Source: an optimization exercise on an open RTL-to-GDS flow (aim: small area, a short achievable clock period and few clock cycles per item). Production flows keep margins and buffers that such runs may drop. No run shown here included a check of the RTL's function; only the layout flow was run. No activity file was given, so power comes from the tool's default toggle rates.

## design.v

```verilog
package fkd_pkg;
  localparam int TIME_BITS_DEF = 32;
  localparam int NUM_KEYS      = 4;
  localparam int NOW_W         = 32;
  localparam int MS_W          = 16;
  localparam int CFG_IDX_W     = 2;
  localparam int EV_W          = 3;
  localparam logic [MS_W-1:0] DEBOUNCE_RST = 16'd30;
  localparam logic [MS_W-1:0] LONG_RST     = 16'd1200;
  localparam logic [CFG_IDX_W-1:0] CFG_DEBOUNCE = 2'd0;
  localparam logic [CFG_IDX_W-1:0] CFG_LONG     = 2'd1;
  localparam logic OP_TICK  = 1'b0;
  localparam logic OP_FETCH = 1'b1;
  typedef enum logic [EV_W-1:0] {
    EV_NONE       = 3'd0,
    EV_FUNC_SHORT = 3'd1,
    EV_FUNC_LONG  = 3'd2,
    EV_PLUS       = 3'd3,
    EV_MINUS      = 3'd4,
    EV_OK         = 3'd5
  } ev_t;
  typedef struct packed {
    logic stable_nxt;
    logic rise;
    logic fall;
  } lane_st_t;
  typedef struct packed {
    logic [EV_W-1:0]     event_code;
    logic [NUM_KEYS-1:0] stable_keys;
  } res_t;
endpackage
import fkd_pkg::*;
module fkd_lane #(
  parameter int TIME_BITS = fkd_pkg::TIME_BITS_DEF
) (
  input  logic                      clk,
  input  logic                      rst_n,
  input  logic                      tick,
  input  logic [15:0]               now,
  input  logic                      lvl,
  input  logic [15:0]               win_q,
  input  logic [15:0]               win_a,
  input  logic [15:0]               win_o,
  input  logic                      dh_zero,
  input  logic                      dh_plus1,
  input  logic                      dh_minus1,
  input  logic                      debounce_zero,
  output logic                      stable,
  output logic                      stable_nxt,
  output logic                      rise,
  output logic                      fall
);
  logic        last_r;
  logic        stable_r;
  logic [15:0] change_lo_r;
  logic        change_hb_r;
  logic        moved;
  logic        c_gt_now, win_ge1, win_ge2;
  logic        held_ok;
  logic        accept;
  assign moved = lvl ^ last_r;
  fkd_gt16 u_gt_now (.a(change_lo_r), .b(now[15:0]), .gt(c_gt_now));
  fkd_win16 u_win (
    .c   (change_lo_r),
    .q   (win_q),
    .a   (win_a),
    .o   (win_o),
    .ge1 (win_ge1),
    .ge2 (win_ge2)
  );
  logic hz_nb, hz_b;
  logic ok_nb, ok_b;
  logic pre, acc_moved;
  assign hz_nb   = change_hb_r ? dh_minus1 : dh_zero;
  assign hz_b    = change_hb_r ? dh_zero   : dh_plus1;
  assign ok_nb   = !(hz_nb && win_ge1);
  assign ok_b    = !(hz_b && win_ge2);
  assign held_ok = c_gt_now ? ok_b : ok_nb;
  assign pre       = tick && (lvl ^ stable_r);
  assign acc_moved = pre && debounce_zero;
  assign accept    = moved ? acc_moved : (pre && held_ok);
  assign stable     = stable_r;
  assign stable_nxt = stable_r ^ accept;
  assign rise       = accept && lvl;
  assign fall       = accept && !lvl;
  always_ff @(posedge clk) begin
    if (!rst_n) begin
      last_r   <= 1'b0;
      stable_r <= 1'b0;
    end else begin
      if (tick) last_r <= lvl;
      stable_r <= stable_nxt;
    end
  end
  always_ff @(posedge clk) begin
    if (tick && moved) change_lo_r <= now[15:0];
    if (tick)          change_hb_r <= !moved && c_gt_now;
  end
endmodule
module fkd_cout16 (
  input  logic [15:0] g,
  input  logic [15:0] p,
  output logic        c
);
  logic [7:0] g1, p1;
  logic [3:0] g2, p2;
  logic [1:0] g3, p3;
  for (genvar i = 0; i < 8; i++) begin : g_l1
    assign g1[i] = g[2*i+1] | (p[2*i+1] & g[2*i]);
    assign p1[i] = p[2*i+1] & p[2*i];
  end
  for (genvar i = 0; i < 4; i++) begin : g_l2
    assign g2[i] = g1[2*i+1] | (p1[2*i+1] & g1[2*i]);
    assign p2[i] = p1[2*i+1] & p1[2*i];
  end
  for (genvar i = 0; i < 2; i++) begin : g_l3
    assign g3[i] = g2[2*i+1] | (p2[2*i+1] & g2[2*i]);
    assign p3[i] = p2[2*i+1] & p2[2*i];
  end
  assign c = g3[1] | (p3[1] & g3[0]);
endmodule
module fkd_gt16 (
  input  logic [15:0] a,
  input  logic [15:0] b,
  output logic        gt
);
  fkd_cout16 u_c (.g(a & ~b), .p(a | ~b), .c(gt));
endmodule
module fkd_win16 (
  input  logic [15:0] c,
  input  logic [15:0] q,
  input  logic [15:0] a,
  input  logic [15:0] o,
  output logic        ge1,
  output logic        ge2
);
  logic [15:0] s, m;
  logic        co;
  assign s = c ^ q;           
  assign m = a | (c & o);     
  fkd_cout16 u_c (.g({s[15:1] & m[14:0], 1'b0}), .p({s[15:1] | m[14:0], 1'b0}), .c(co));
  assign ge1 = m[15] | co;
  assign ge2 = m[15] & co;
endmodule
module fkd_pm1_16 (
  input  logic [15:0] x,
  input  logic [15:0] y,
  output logic        zero,
  output logic        plus1,
  output logic        minus1
);
  logic [15:0] z, lo, hi;
  assign z      = x ^ y;
  assign lo     = ~x & y;
  assign hi     = x & ~y;
  assign zero   = !(|z);
  assign plus1  = z[0] && (z[15:1] == lo[14:0]);
  assign minus1 = z[0] && (z[15:1] == hi[14:0]);
endmodule
module fkd_held_ge (
  input  logic [15:0] now_lo,
  input  logic [15:0] c_lo,
  input  logic        hi_eq,
  input  logic        hi_eq1,
  input  logic [15:0] win_q,
  input  logic [15:0] win_a,
  input  logic [15:0] win_o,
  output logic        ge
);
  logic c_gt_now, win_ge1, win_ge2;
  fkd_gt16 u_gt_now (.a(c_lo), .b(now_lo), .gt(c_gt_now));
  fkd_win16 u_win (
    .c   (c_lo),
    .q   (win_q),
    .a   (win_a),
    .o   (win_o),
    .ge1 (win_ge1),
    .ge2 (win_ge2)
  );
  assign ge = c_gt_now ? !(hi_eq1 && win_ge2) : !(hi_eq && win_ge1);
endmodule
import fkd_pkg::*;
module fkd_merge #(
  parameter int TIME_BITS = fkd_pkg::TIME_BITS_DEF
) (
  input  logic                                      clk,
  input  logic                                      rst_n,
  input  logic                                      tick,
  input  logic                                      fetch,
  input  logic [15:0]                               now,
  input  logic [15:0]                               in_now_hi,
  input  logic [15:0]                               t_hi,
  input  logic [15:0]                               win_q,
  input  logic [15:0]                               win_a,
  input  logic [15:0]                               win_o,
  input  logic                                      long_zero,
  input  logic                                      lvl0,
  input  logic                                      stable0,
  input  logic [fkd_pkg::NUM_KEYS-1:0]              st_stable_nxt,
  input  logic [fkd_pkg::NUM_KEYS-1:0]              st_rise,
  input  logic [fkd_pkg::NUM_KEYS-1:0]              st_fall,
  output logic [fkd_pkg::EV_W-1:0]                  event_code
);
  logic [EV_W-1:0]      slot_r;
  logic [15:0]          press_lo_r, press_hi_r;
  logic                 press_we;
  logic [15:0]          press_hi_a;
  logic                 p_eq_a, p_eq1_a, p_m1_unused;
  logic                 p_eq_r, p_eq1_r;
  logic                 sent_r;
  logic                 press_ok;
  logic                 long_hit;
  logic                 slot_free;
  assign press_we   = tick && lvl0 && !stable0;
  assign press_hi_a = press_we ? t_hi : press_hi_r;
  fkd_pm1_16 u_hi (
    .x      (in_now_hi),
    .y      (press_hi_a),
    .zero   (p_eq_a),
    .plus1  (p_eq1_a),
    .minus1 (p_m1_unused)
  );
  always_ff @(posedge clk) begin
    p_eq_r  <= p_eq_a;
    p_eq1_r <= p_eq1_a;
  end
  fkd_held_ge u_held (
    .now_lo (now),
    .c_lo   (press_lo_r),
    .hi_eq  (p_eq_r),
    .hi_eq1 (p_eq1_r),
    .win_q  (win_q),
    .win_a  (win_a),
    .win_o  (win_o),
    .ge     (press_ok)
  );
  assign long_hit  = st_rise[0] ? long_zero : (st_stable_nxt[0] && !sent_r && press_ok);
  assign slot_free = (slot_r == EV_NONE);
  assign event_code = fetch ? slot_r : EV_NONE;
  always_ff @(posedge clk) begin
    if (!rst_n) begin
      slot_r <= EV_NONE;
      sent_r <= 1'b0;
    end else if (fetch) begin
      slot_r <= EV_NONE;
    end else if (tick) begin
      if (st_rise[0]) sent_r <= 1'b0;
      if (slot_free) begin
        if (st_fall[0] && !sent_r) begin
          slot_r <= EV_FUNC_SHORT;
        end else if (long_hit) begin
          slot_r <= EV_FUNC_LONG;
          sent_r <= 1'b1;
        end else if (st_fall[1]) begin
          slot_r <= EV_PLUS;
        end else if (st_fall[2]) begin
          slot_r <= EV_MINUS;
        end else if (st_fall[3]) begin
          slot_r <= EV_OK;
        end
      end
    end
  end
  always_ff @(posedge clk) begin
    if (press_we) begin
      press_lo_r <= now;
      press_hi_r <= t_hi;
    end
  end
endmodule
import fkd_pkg::*;
module four_key_debounce_long_press_events #(
  parameter int TIME_BITS = fkd_pkg::TIME_BITS_DEF
) (
  input  logic                         clk,
  input  logic                         rst_n,
  input  logic                         in_valid,
  output logic                         in_ready,
  input  logic                         in_operation,
  input  logic [fkd_pkg::NOW_W-1:0]    in_now_time,
  input  logic [fkd_pkg::NUM_KEYS-1:0] in_raw_pressed,
  output logic                         out_valid,
  input  logic                         out_ready,
  output logic [fkd_pkg::EV_W-1:0]     out_event_code,
  output logic [fkd_pkg::NUM_KEYS-1:0] out_stable_keys,
  input  logic                         cfg_valid,
  output logic                         cfg_ready,
  input  logic [fkd_pkg::CFG_IDX_W-1:0] cfg_index,
  input  logic [fkd_pkg::MS_W-1:0]     cfg_data
);
  localparam int RES_W = EV_W + NUM_KEYS;
  logic                 in_ready_r;
  logic                 accept;
  logic                 tick_q, fetch_q;
  logic [15:0]          now_q;
  logic [NUM_KEYS-1:0]  raw_q;
  logic                 deb_we_q, long_we_q;
  logic [MS_W-1:0]      cfg_data_q;
  assign cfg_ready = 1'b1;
  assign in_ready  = in_ready_r;
  assign accept    = in_valid && in_ready_r;
  always_ff @(posedge clk) begin
    if (!rst_n) begin
      tick_q    <= 1'b0;
      fetch_q   <= 1'b0;
      deb_we_q  <= 1'b0;
      long_we_q <= 1'b0;
    end else begin
      tick_q    <= accept && (in_operation == OP_TICK);
      fetch_q   <= accept && (in_operation == OP_FETCH);
      deb_we_q  <= cfg_valid && (cfg_index == CFG_DEBOUNCE);
      long_we_q <= cfg_valid && (cfg_index == CFG_LONG);
    end
  end
  always_ff @(posedge clk) begin
    now_q      <= in_now_time[15:0];
    raw_q      <= in_raw_pressed;
    cfg_data_q <= cfg_data;
  end
  logic [MS_W-1:0] debounce_r, long_r;
  always_ff @(posedge clk) begin
    if (!rst_n) begin
      debounce_r <= DEBOUNCE_RST;
      long_r     <= LONG_RST;
    end else begin
      if (deb_we_q)  debounce_r <= cfg_data_q;
      if (long_we_q) long_r     <= cfg_data_q;
    end
  end
  logic [NUM_KEYS-1:0] st_rise, st_fall;
  logic [NUM_KEYS-1:0] stable_all;
  logic [NUM_KEYS-1:0] stable_cur;
  logic [EV_W-1:0]     code;
  logic                deb_zero, long_zero;
  logic [15:0] dq, da, do_, lq, la, lo;
  assign dq  = ~(debounce_r ^ now_q[15:0]);
  assign da  = debounce_r & ~now_q[15:0];
  assign do_ = debounce_r | ~now_q[15:0];
  assign lq  = ~(long_r ^ now_q[15:0]);
  assign la  = long_r & ~now_q[15:0];
  assign lo  = long_r | ~now_q[15:0];
  logic [15:0] t_hi_r;
  logic        dh_zero_a, dh_plus1_a, dh_minus1_a;
  logic        dh_zero, dh_plus1, dh_minus1;
  always_ff @(posedge clk) begin
    if (accept && (in_operation == OP_TICK)) t_hi_r <= in_now_time[31:16];
  end
  fkd_pm1_16 u_dh (
    .x      (in_now_time[31:16]),
    .y      (t_hi_r),
    .zero   (dh_zero_a),
    .plus1  (dh_plus1_a),
    .minus1 (dh_minus1_a)
  );
  always_ff @(posedge clk) begin
    dh_zero   <= dh_zero_a;
    dh_plus1  <= dh_plus1_a;
    dh_minus1 <= dh_minus1_a;
  end
  assign deb_zero  = (debounce_r == '0);
  assign long_zero = (long_r == '0);
  for (genvar k = 0; k < NUM_KEYS; k++) begin : g_lane
    fkd_lane #(.TIME_BITS(TIME_BITS)) u_lane (
      .clk           (clk),
      .rst_n         (rst_n),
      .tick          (tick_q),
      .now           (now_q),
      .lvl           (raw_q[k]),
      .win_q         (dq),
      .win_a         (da),
      .win_o         (do_),
      .dh_zero       (dh_zero),
      .dh_plus1      (dh_plus1),
      .dh_minus1     (dh_minus1),
      .debounce_zero (deb_zero),
      .stable        (stable_cur[k]),
      .stable_nxt    (stable_all[k]),
      .rise          (st_rise[k]),
      .fall          (st_fall[k])
    );
  end
  fkd_merge #(.TIME_BITS(TIME_BITS)) u_merge (
    .clk           (clk),
    .rst_n         (rst_n),
    .tick          (tick_q),
    .fetch         (fetch_q),
    .now           (now_q),
    .in_now_hi     (in_now_time[31:16]),
    .t_hi          (t_hi_r),
    .win_q         (lq),
    .win_a         (la),
    .win_o         (lo),
    .long_zero     (long_zero),
    .lvl0          (raw_q[0]),
    .stable0       (stable_cur[0]),
    .st_stable_nxt (stable_all),
    .st_rise       (st_rise),
    .st_fall       (st_fall),
    .event_code    (code)
  );
  logic [RES_W-1:0] res, q0_r, q1_r, q2_r;
  logic             v0_r, v1_r, v2_r;
  logic             wr, pop;
  logic             v0_n, v1_n, v2_n;
  assign res = {code, stable_all};
  assign wr  = tick_q || fetch_q;
  assign pop = v0_r && out_ready;
  always_comb begin
    if (pop && !wr) begin
      v0_n = v1_r; v1_n = v2_r; v2_n = 1'b0;
    end else if (!pop && wr) begin
      v0_n = 1'b1; v1_n = v0_r; v2_n = v1_r;
    end else begin
      v0_n = v0_r; v1_n = v1_r; v2_n = v2_r;
    end
  end
  always_ff @(posedge clk) begin
    if (!rst_n) begin
      v0_r       <= 1'b0;
      v1_r       <= 1'b0;
      v2_r       <= 1'b0;
      in_ready_r <= 1'b1;
    end else begin
      v0_r <= v0_n;
      v1_r <= v1_n;
      v2_r <= v2_n;
      in_ready_r <= !v1_n || (!v2_n && !accept);
    end
  end
  logic [2:0] ld_t, ld_f, sh_t, hd_t, hd_f;    
  logic [2:0] ld, sh, hd;
  assign ld_t = {v0_r || !v2_r, v0_r ? !v2_r : !v1_r, !v0_r || !v1_r};
  assign sh_t = {1'b0, v0_r && v2_r, v0_r && v1_r};
  assign hd_t = {!v0_r && v2_r, !v0_r && v1_r, 1'b0};
  assign ld_f = {!v2_r, !v1_r, !v0_r};
  assign hd_f = {v2_r, v1_r, v0_r};
  assign ld = out_ready ? ld_t : ld_f;
  assign sh = out_ready ? sh_t : 3'b000;
  assign hd = out_ready ? hd_t : hd_f;
  always_ff @(posedge clk) begin
    q0_r <= ({RES_W{ld[0]}} & res) | ({RES_W{sh[0]}} & q1_r) | ({RES_W{hd[0]}} & q0_r);
    q1_r <= ({RES_W{ld[1]}} & res) | ({RES_W{sh[1]}} & q2_r) | ({RES_W{hd[1]}} & q1_r);
    q2_r <= ({RES_W{ld[2]}} & res) | ({RES_W{hd[2]}} & q2_r);
  end
  logic ov_r;
  always_ff @(posedge clk) begin
    if (!rst_n) ov_r <= 1'b0;
    else        ov_r <= v0_n;
  end
  assign out_valid       = ov_r;
  assign out_event_code  = q0_r[RES_W-1 -: EV_W];
  assign out_stable_keys = q0_r[NUM_KEYS-1:0];
endmodule
```

## flow/run.sh

```bash
#!/bin/bash
# Own layout flow: the standard flow (standard synthesis unchanged), with
# timing repair aimed below the clock period, strong output port buffers and
# small input port buffers. Each tool's output goes to the logs under orfs/.
set -euo pipefail
here=$(pwd)
export SETUP_SLACK_MARGIN=${SETUP_SLACK_MARGIN:-9.6}
export BUFFER_PORTS_ARGS="-buffer_cell sky130_fd_sc_hd__buf_4"
export PRE_RESIZE_TCL=$here/flow/ports.tcl
bash standard.sh > std_flow.log 2>&1
```

## flow/ports.tcl

```tcl
# Sourced before the placement resize step: the input ports keep their own
# buffer, but the smallest one; timing repair upsizes any that need it.
foreach inst [get_cells input*] {
  if { [get_property [get_lib_cells -of_objects $inst] name] == "sky130_fd_sc_hd__buf_4" } {
    replace_cell $inst sky130_fd_sc_hd__buf_1
  }
}
```

## standard.sh

```bash
#!/bin/bash
# synth_recipe.tcl (not shown) runs the flow's synth.tcl, then flattens the netlist and writes it again
# the make line also repeats each setting of config.mk as NAME=value (left out here)
make -C /OpenROAD-flow-scripts/flow DESIGN_CONFIG=/design/flow/config.mk WORK_HOME=/design/flow/orfs CLKGATE_MAP_FILE= SYNTH_SCRIPT=/design/flow/synth_recipe.tcl "${@:-finish}"
```

## config.mk

```make
export PLATFORM = sky130hd
export DESIGN_NAME = four_key_debounce_long_press_events
export DESIGN_NICKNAME = four_key_debounce_long_press_events
export VERILOG_FILES = /design/flow/design.v
export SDC_FILE = /design/flow/constraint.sdc
export NUM_CORES = 4
export LEC_CHECK = 0
export CAP_MARGIN = 20
export CORE_MARGIN = 2
export CORE_UTILIZATION = 55
export CTS_BUF_LIST = sky130_fd_sc_hd__clkbuf_16
export CTS_CLUSTER_DIAMETER = 80
export CTS_CLUSTER_SIZE = 25
export SLEW_MARGIN = 20
```

## constraint.sdc

```tcl
create_clock -name core_clock -period 13.0 [get_ports {clk}]
set_input_delay 2.6000 -clock core_clock [delete_from_list [all_inputs] [get_ports {clk}]]
set_output_delay 2.6000 -clock core_clock [all_outputs]
set_load 0.01 [all_outputs]
```

==> impl_metrics.tcl, run 1 <==
set metrics [dict create \
    cts_hold_buffers 0 \
    wl_microns 33700 \
    met1_length_microns 14800 \
    cp.depth 1 \
    synthCells 1241 \
    clk_path_buf_depth 3 \
    critPathBufInv 1 \
    grt_start_max_net_pins 35 \
    period_needed_ps 3570 \
    overflow 0 \
    yosys.area.top_type "edfxtp_1" \
    status "finished clean" \
    num_vias 9892 \
    drc 0 \
    worst_slew_pin_slew_ps 1010 \
    routed.top_layer "met4" \
    dr_wl_met2_microns 16300 \
    cts_root_buffer "clkbuf_16" \
    die_width_microns 159 \
    grt_pass1_vias 9904 \
    hold_path_class "flop to flop" \
    critPathCaptureType "output pin" \
    yosys-top-cells-count "130 x dfxtp_1, 129 x inv_1, 100 x edfxtp_1" \
    crit_chain "buf_6" \
    synth-seq-area-share 0.425 \
    cts_tree "built" \
    post-place-ws_ps 8660 \
    drt-wirelength-per-cell_microns 19.7 \
    postSynth.asyncResetShare 0 \
    grt_pass1_wl_microns 52500 \
    syn_nets 1423 \
    dpl.hpwl_microns 25000 \
    htreeDepth 1 \
    synth-seq-cells 230 \
    critPathMaxFanout 2 \
    cp_top_family "flip-flops" \
    critPathKind "flop to output pin" \
    rsz0062_at_grt "yes" \
    power_mw 1.65 \
    maxCapViolations 0 \
    cts_sinks 230 \
    required_ps 10400 \
    dr.pass1.iters 7 \
    relSlewSlack 0.323 \
    r2r-end "q1_r[2]" \
    cts_buffers 16 \
    reg2reg_from "debounce_r[14]" \
    synth_edf_count 100 \
    drive_gt1_frac 0.229 \
    die_area_sq_um 25200 \
    initial_core_util 0.562 \
    diodes 0 \
    ys.warnings.count 3 \
    slew_violations 0 \
    synth_area_leaders "edfxtp_1 23%, dfxtp_1 20%, fa_1 11%" \
    startpoint "v0_r" \
    stdcell_area_sq_um 16000 \
    critPathSlowestCell "dfxtp_4" \
    finalSetupTns_ps 0 \
    max_freq_mhz 280 \
    clk_pin_slew_ps 90 \
    antenna_found_initial 0 \
    syn-cell-area_sq_um 13200 \
    skew_ps 18.4 \
    crit_arrival_ps 970 \
    core_area_sq_um 23500 \
    synthFlopType "dfxtp_1" \
    place_congestion 0.920 \
    setup_ws_ps 9430 \
    synth_top_area_share 0.228 \
    worstSetupStartpointType "flop" \
    finalSetupViolations 0 \
    peakVddDrop_mv 0.133 \
    reg2reg_depth 14 \
    finalCritPeriodShare 0.275 \
    placed_area_sq_um 14000 \
    yosysMostFrequentCell "dfxtp_1" \
    hold_viol 0 \
    area_growth_pct 21.1 \
    grt_util_all_layers 0.263 \
    cp-endpoint "out_valid" \
    fin_nets 1562 \
    die_h_microns 159 \
    power_density_nw_per_um2 103 \
    rows 56 \
    wl_met3_microns 1500 \
    critical_path.max_stage_delay_ps 360 \
    finalNonFillerCells 1709 \
    portBuffers 68 \
    syn_avg_cell_area_sq_um 10.6 \
    leakage_nw 6.01 \
    ant_nets 0 \
    yosysUniqueCellTypes 81 \
    rrSetupSlack_ps 9680 \
    pin_count 70 \
    drt_iter0_drc 651 \
    viasPerCell 5.79 \
    dp.cells 1607 \
    clock_latency_ps 500 \
]
[cell families after synthesis]
family / Yosys count / synth area share
simple gates: 350 / 0.144
compound gates: 250 / 0.133
flops: 230 / 0.425
buf+inv: 161 / 0.0464
fa+ha+maj: 151 / 0.181
xor+xnor: 52 / 0.0345
mux: 46 / 0.0360
other cells: 1 / 0.000284
[placed cells by master, fill, tap and decap left out, types with 19 or more instances in the layout]
master / n
nor2b_1: 50
inv_1: 105
dfxtp_1: 94
mux2i_1: 36
maj3_1: 20
o21ai_0: 36
nand2_1: 75
nor2_1: 49
ha_1: 22
buf_1: 42
nand2b_1: 45
a21oi_1: 31
edfxtp_1: 100
dfxtp_4: 22
ha_4: 19
a22oi_1: 21
buf_4: 78
fa_1: 74
xor2_1: 27
[timing repair]
item,4_1_cts,5_1_grt
setup endpoints to repair,36,31
setup buffers,19,55
gates resized for setup,122,116
pin swaps,23,44
[layer usage]
layer | vias to the layer above | GRT usage
met5 | - | 0
met4 | 0 | 0.0880
met3 | 62 | 0.0272
met2 | 297 | 0.446
met1 | 4822 | 0.354
li1 | 4711 | -
[power by group]
part	internal (mW)	switching (mW)	leakage, nW
Clock	0.249	0.273	0.267
Combinational	0.147	0.166	3.74
Sequential	0.782	0.0296	2.00
[layout make-up]
class / instances / area [sq um]
fillers: 1852 / 7510
flip-flops and latches: 230 / 5710
multi-input cells: 850 / 7680
clock buffers: 17 / 425
well taps: 319 / 399
clock inverters: 11 / 98.8
inverters: 136 / 607
repair buffers: 146 / 1050
[sequential cells by signal, indices dropped and copies added (netlist names), 3 cells and up]
signal / cells
g_lane.u_lane.change_lo_r: 64
q2_r: 7
g_lane.u_lane.stable_r: 4
raw_q: 4
u_merge.slot_r: 3
g_lane.u_lane.last_r: 4
long_r: 16
debounce_r: 16
u_merge.press_hi_r: 16
q1_r: 7
q0_r: 7
t_hi_r: 16
cfg_data_q: 16
now_q: 16
u_merge.press_lo_r: 16
g_lane.u_lane.change_hb_r: 4
[metrics by stage]
stage / hold slack, ps / util
after floorplan: 424 / -
after global placement: 436 / 0.606
after detailed placement: 447 / 0.597
after CTS: 462 / 0.643
after global routing: 492 / 0.680
final: 456 / 0.680
[worst min path at each step]
stage / startpoint / endpoint / slack [ps] / cells past startpoint
3_3_place_gp: q2_r[2] / q2_r[2] / 440 / 2
6_report: u_merge.sent_r / u_merge.sent_r / 460 / 2
4_1_cts: u_merge.sent_r / u_merge.sent_r / 460 / 2
5_1_grt: u_merge.sent_r / u_merge.sent_r / 490 / 2
3_5_place_dp: q2_r[4] / q2_r[4] / 450 / 2
2_1_floorplan: q2_r[4] / q2_r[4] / 420 / 2
==> run 2, diff against run 1 <==
--- a/flow/run.sh
+++ b/flow/run.sh
@@ -6,3 +6,3 @@
 here=$(pwd)
-export SETUP_SLACK_MARGIN=${SETUP_SLACK_MARGIN:-9.6}
+export SETUP_SLACK_MARGIN=${SETUP_SLACK_MARGIN:-9.45}
 export BUFFER_PORTS_ARGS="-buffer_cell sky130_fd_sc_hd__buf_4"
==> run 2 against run 1 <==
Against the previous run: first-iteration DRC count grew 1.1%; sequential share of layout area grew 1.8 points; sequential power is essentially flat; setup slack lost 24 ps; still clean; combinational power shrank 12%; synthesized area is the same; via count shrank 1.7%; highest routed layer is now met5; count of clock-buffer cells in the layout shrank 2; clock power shrank 4.0%; critical path type is now input pin to flop; die area is the same; largest cell class unchanged.
==> impl_metrics.tcl, run 2 <==
set metrics [dict create \
    syn_nets 1423 \
    clk_path_buf_depth 3 \
    hold_path_depth 2 \
    hold_path_class "flop to flop" \
    critPathMaxFanout 3 \
    leakage_nw 5.67 \
    die_width_microns 159 \
    die_h_microns 159 \
    cts_buffers 15 \
    grt_pass1_vias 9603 \
    clk_pin_slew_ps 90 \
    largest_reg_flops 64 \
    synth_top_area_share 0.228 \
    startpoint "in_now_time[19]" \
    drt_iter0_drc 658 \
    max_freq_mhz 278 \
    critPathCaptureType "flop" \
    grt_start_max_net_pins 35 \
    finalNonFillerCells 1667 \
    dpl.hpwl_microns 25000 \
    ant_nets 0 \
    core_area_sq_um 23500 \
    status "finished clean" \
    cts_root_buffer "clkbuf_16" \
    finalSetupViolations 0 \
    synthCells 1241 \
    cts_sinks 230 \
    final_common_cell "inv_1" \
    dr.pass1.iters 5 \
    overflow 0 \
    required_ps 13420 \
    yosys.area.top_type "edfxtp_1" \
    finalCritPeriodShare 0.277 \
    yosysMostFrequentCell "dfxtp_1" \
    critPathSlowestCell "nor4_2" \
    timing.critical_path.mode_cell "nor4_2" \
    num_vias 9719 \
    initial_core_util 0.562 \
    dp.cells 1607 \
    place_congestion 0.911 \
    drt-wirelength-per-cell_microns 19.8 \
    reg2reg_from "now_q[14]" \
    yosysUniqueCellTypes 81 \
    htreeDepth 1 \
    reg2reg_depth 13 \
    postSynth.asyncResetShare 0 \
    grt_pass1_wl_microns 52000 \
    wl_microns 33100 \
    drive_gt1_frac 0.166 \
    portBuffers 68 \
    relSlewSlack 0.325 \
    synthFlopType "dfxtp_1" \
    drc 0 \
    hold_path.startpoint "q2_r[6]" \
    synth_edf_count 100 \
    diodes 0 \
    peakVddDrop_mv 0.134 \
    r2r-end "q1_r[3]" \
    fin_nets 1521 \
    largest-register "g_lane.u_lane.change_lo_r" \
    hold_end "q2_r[6]" \
    antenna_found_initial 1 \
    grt_util_all_layers 0.260 \
    synth_area_leaders "edfxtp_1 23%, dfxtp_1 20%, fa_1 11%" \
    ys.warnings.count 3 \
    syn_avg_cell_area_sq_um 10.6 \
    skew_ps 25.2 \
    synth-seq-cells 230 \
    synth-seq-area-share 0.425 \
    critical_path.max_stage_delay_ps 310 \
    worst_slew_pin_slew_ps 1010 \
    slew_violations 0 \
    clock_latency_ps 500 \
    rrSetupSlack_ps 9530 \
    cts_hold_buffers 0 \
    critPathKind "input pin to flop" \
    die_area_sq_um 25200 \
    viasPerCell 5.83 \
    rows 56 \
    period_needed_ps 3600 \
    hold_viol 0 \
    finalSetupTns_ps 0 \
    area_growth_pct 14.7 \
    yosys-top-cells-count "130 x dfxtp_1, 129 x inv_1, 100 x edfxtp_1" \
    maxCapViolations 0 \
    crit_chain "buf_1, inv_1, ha_4, xnor2_1, nor4_2, nand4_1, nor4_2" \
    crit_arrival_ps 4020 \
    rsz0062_at_grt "yes" \
    syn-cell-area_sq_um 13200 \
    worstSetupStartpointType "input pin" \
    most-common-layout-cells "112 x inv_1, 100 x edfxtp_1, 97 x dfxtp_1" \
    pin_count 70 \
    cts_tree "built" \
    power_density_nw_per_um2 105 \
]
## run 2: how the worst max path moves through the flow
stage / end / slack [ps] / cells past startpoint
floorplan: dh_plus1 / 9220 / 5
global placement: dh_minus1 / 8860 / 7
detailed placement: u_merge.slot_r[0] / 8660 / 6
CTS: q1_r[3] / 9330 / 13
global route: dh_plus1 / 9390 / 7
finish: dh_plus1 / 9400 / 7
## run 2: metal layers
layer	vias up	share of wire	global-route usage
met3	69	0.045	0.0371
met1	4777	0.44	0.349
met2	244	0.47	0.434
met5	-	0.00039	0
li1	4627	-	-
met4	2	0.037	0.0901
## run 2: kinds of logic after synthesis
logic type                 after synthesis  synth area share
AOI/OAI and AO/OA                      250             0.133
xor gates and xnor gates                52            0.0345
adders and majority gates              151             0.181
buffers and inverters                  161            0.0464
DFF                                    230             0.425
muxes                                   46            0.0360
other                                    1          0.000284
and+or+nand+nor                        350             0.144
## run 2: per-stage QoR
stage	worst slack (ps)	utilization	cell area, sq um	hold WS [ps]	total power [mW]
after floorplan	9220	-	13400	426	1.00
after CTS	9330	0.624	14700	465	1.59
after global routing	9390	0.644	15100	492	1.66
final	9400	0.644	15100	463	1.59
after global placement	8860	0.604	14200	441	1.08
after detailed placement	8660	0.595	14000	447	1.08
## run 2: what timing repair did
| item | in CTS | in global routing |
|---|---|---|
| pin swaps | 8 | 12 |
| setup buffers | 7 | 27 |
| cloned | 0 | 0 |
| gates resized for setup | 47 | 84 |
| endpoints found under the setup margin | 33 | 34 |
## run 2: final cells by class
cell class	count	area [sq um]
Clock buffer	15	375
Clock inverter	11	98.8
Fill cell	1934	8350
Inverter	136	568
Multi-Input combinational cell	850	7370
Sequential cell	230	5680
Tap cell	319	399
Timing Repair Buffer	106	634
## run 2: worst max-delay path, delay by kind of cell
family | cells | cell delay, ps
simple gates | 3 | 720
xor+xnor | 1 | 160
buf+inv | 2 | 270
fa+ha+maj | 1 | 270
## run 2: where the power goes
part / switching (mW) / internal, mW
clock: 0.262 / 0.239
sequential: 0.0308 / 0.783
combinational: 0.152 / 0.123

## static timing again, ports no longer ideal
Ports are ideal in the flow. The routed layouts listed here were re-timed in OpenROAD.
Step 1 (the two cells are an assumption about what drives the block):
set clk [get_ports {clk}]
set_driving_cell -lib_cell sky130_fd_sc_hd__clkbuf_16 $clk
set_driving_cell -lib_cell sky130_fd_sc_hd__buf_2 [delete_from_list [all_inputs] $clk]
Step 2 times the ports against the registers' clock, not the clock port: input delays grow and output delays shrink by t, the midpoint of the rising clock arrivals with the driver on.
Three values: ideal ports, drivers, drivers and shift; two values: the first two.
run | shift t [ns] | setup slack, ns | worst setup path at the end
run 1 | 0.540 | 9.427 / 9.379 / 8.975 | input to register
run 2 | 0.542 | 9.403 / 9.378 / 8.890 | input to register
After both steps setup and hold are still met in every run listed. The setup slack of run 2, which loses most, moves by -0.025 ns with the drivers and by -0.513 ns with both steps.
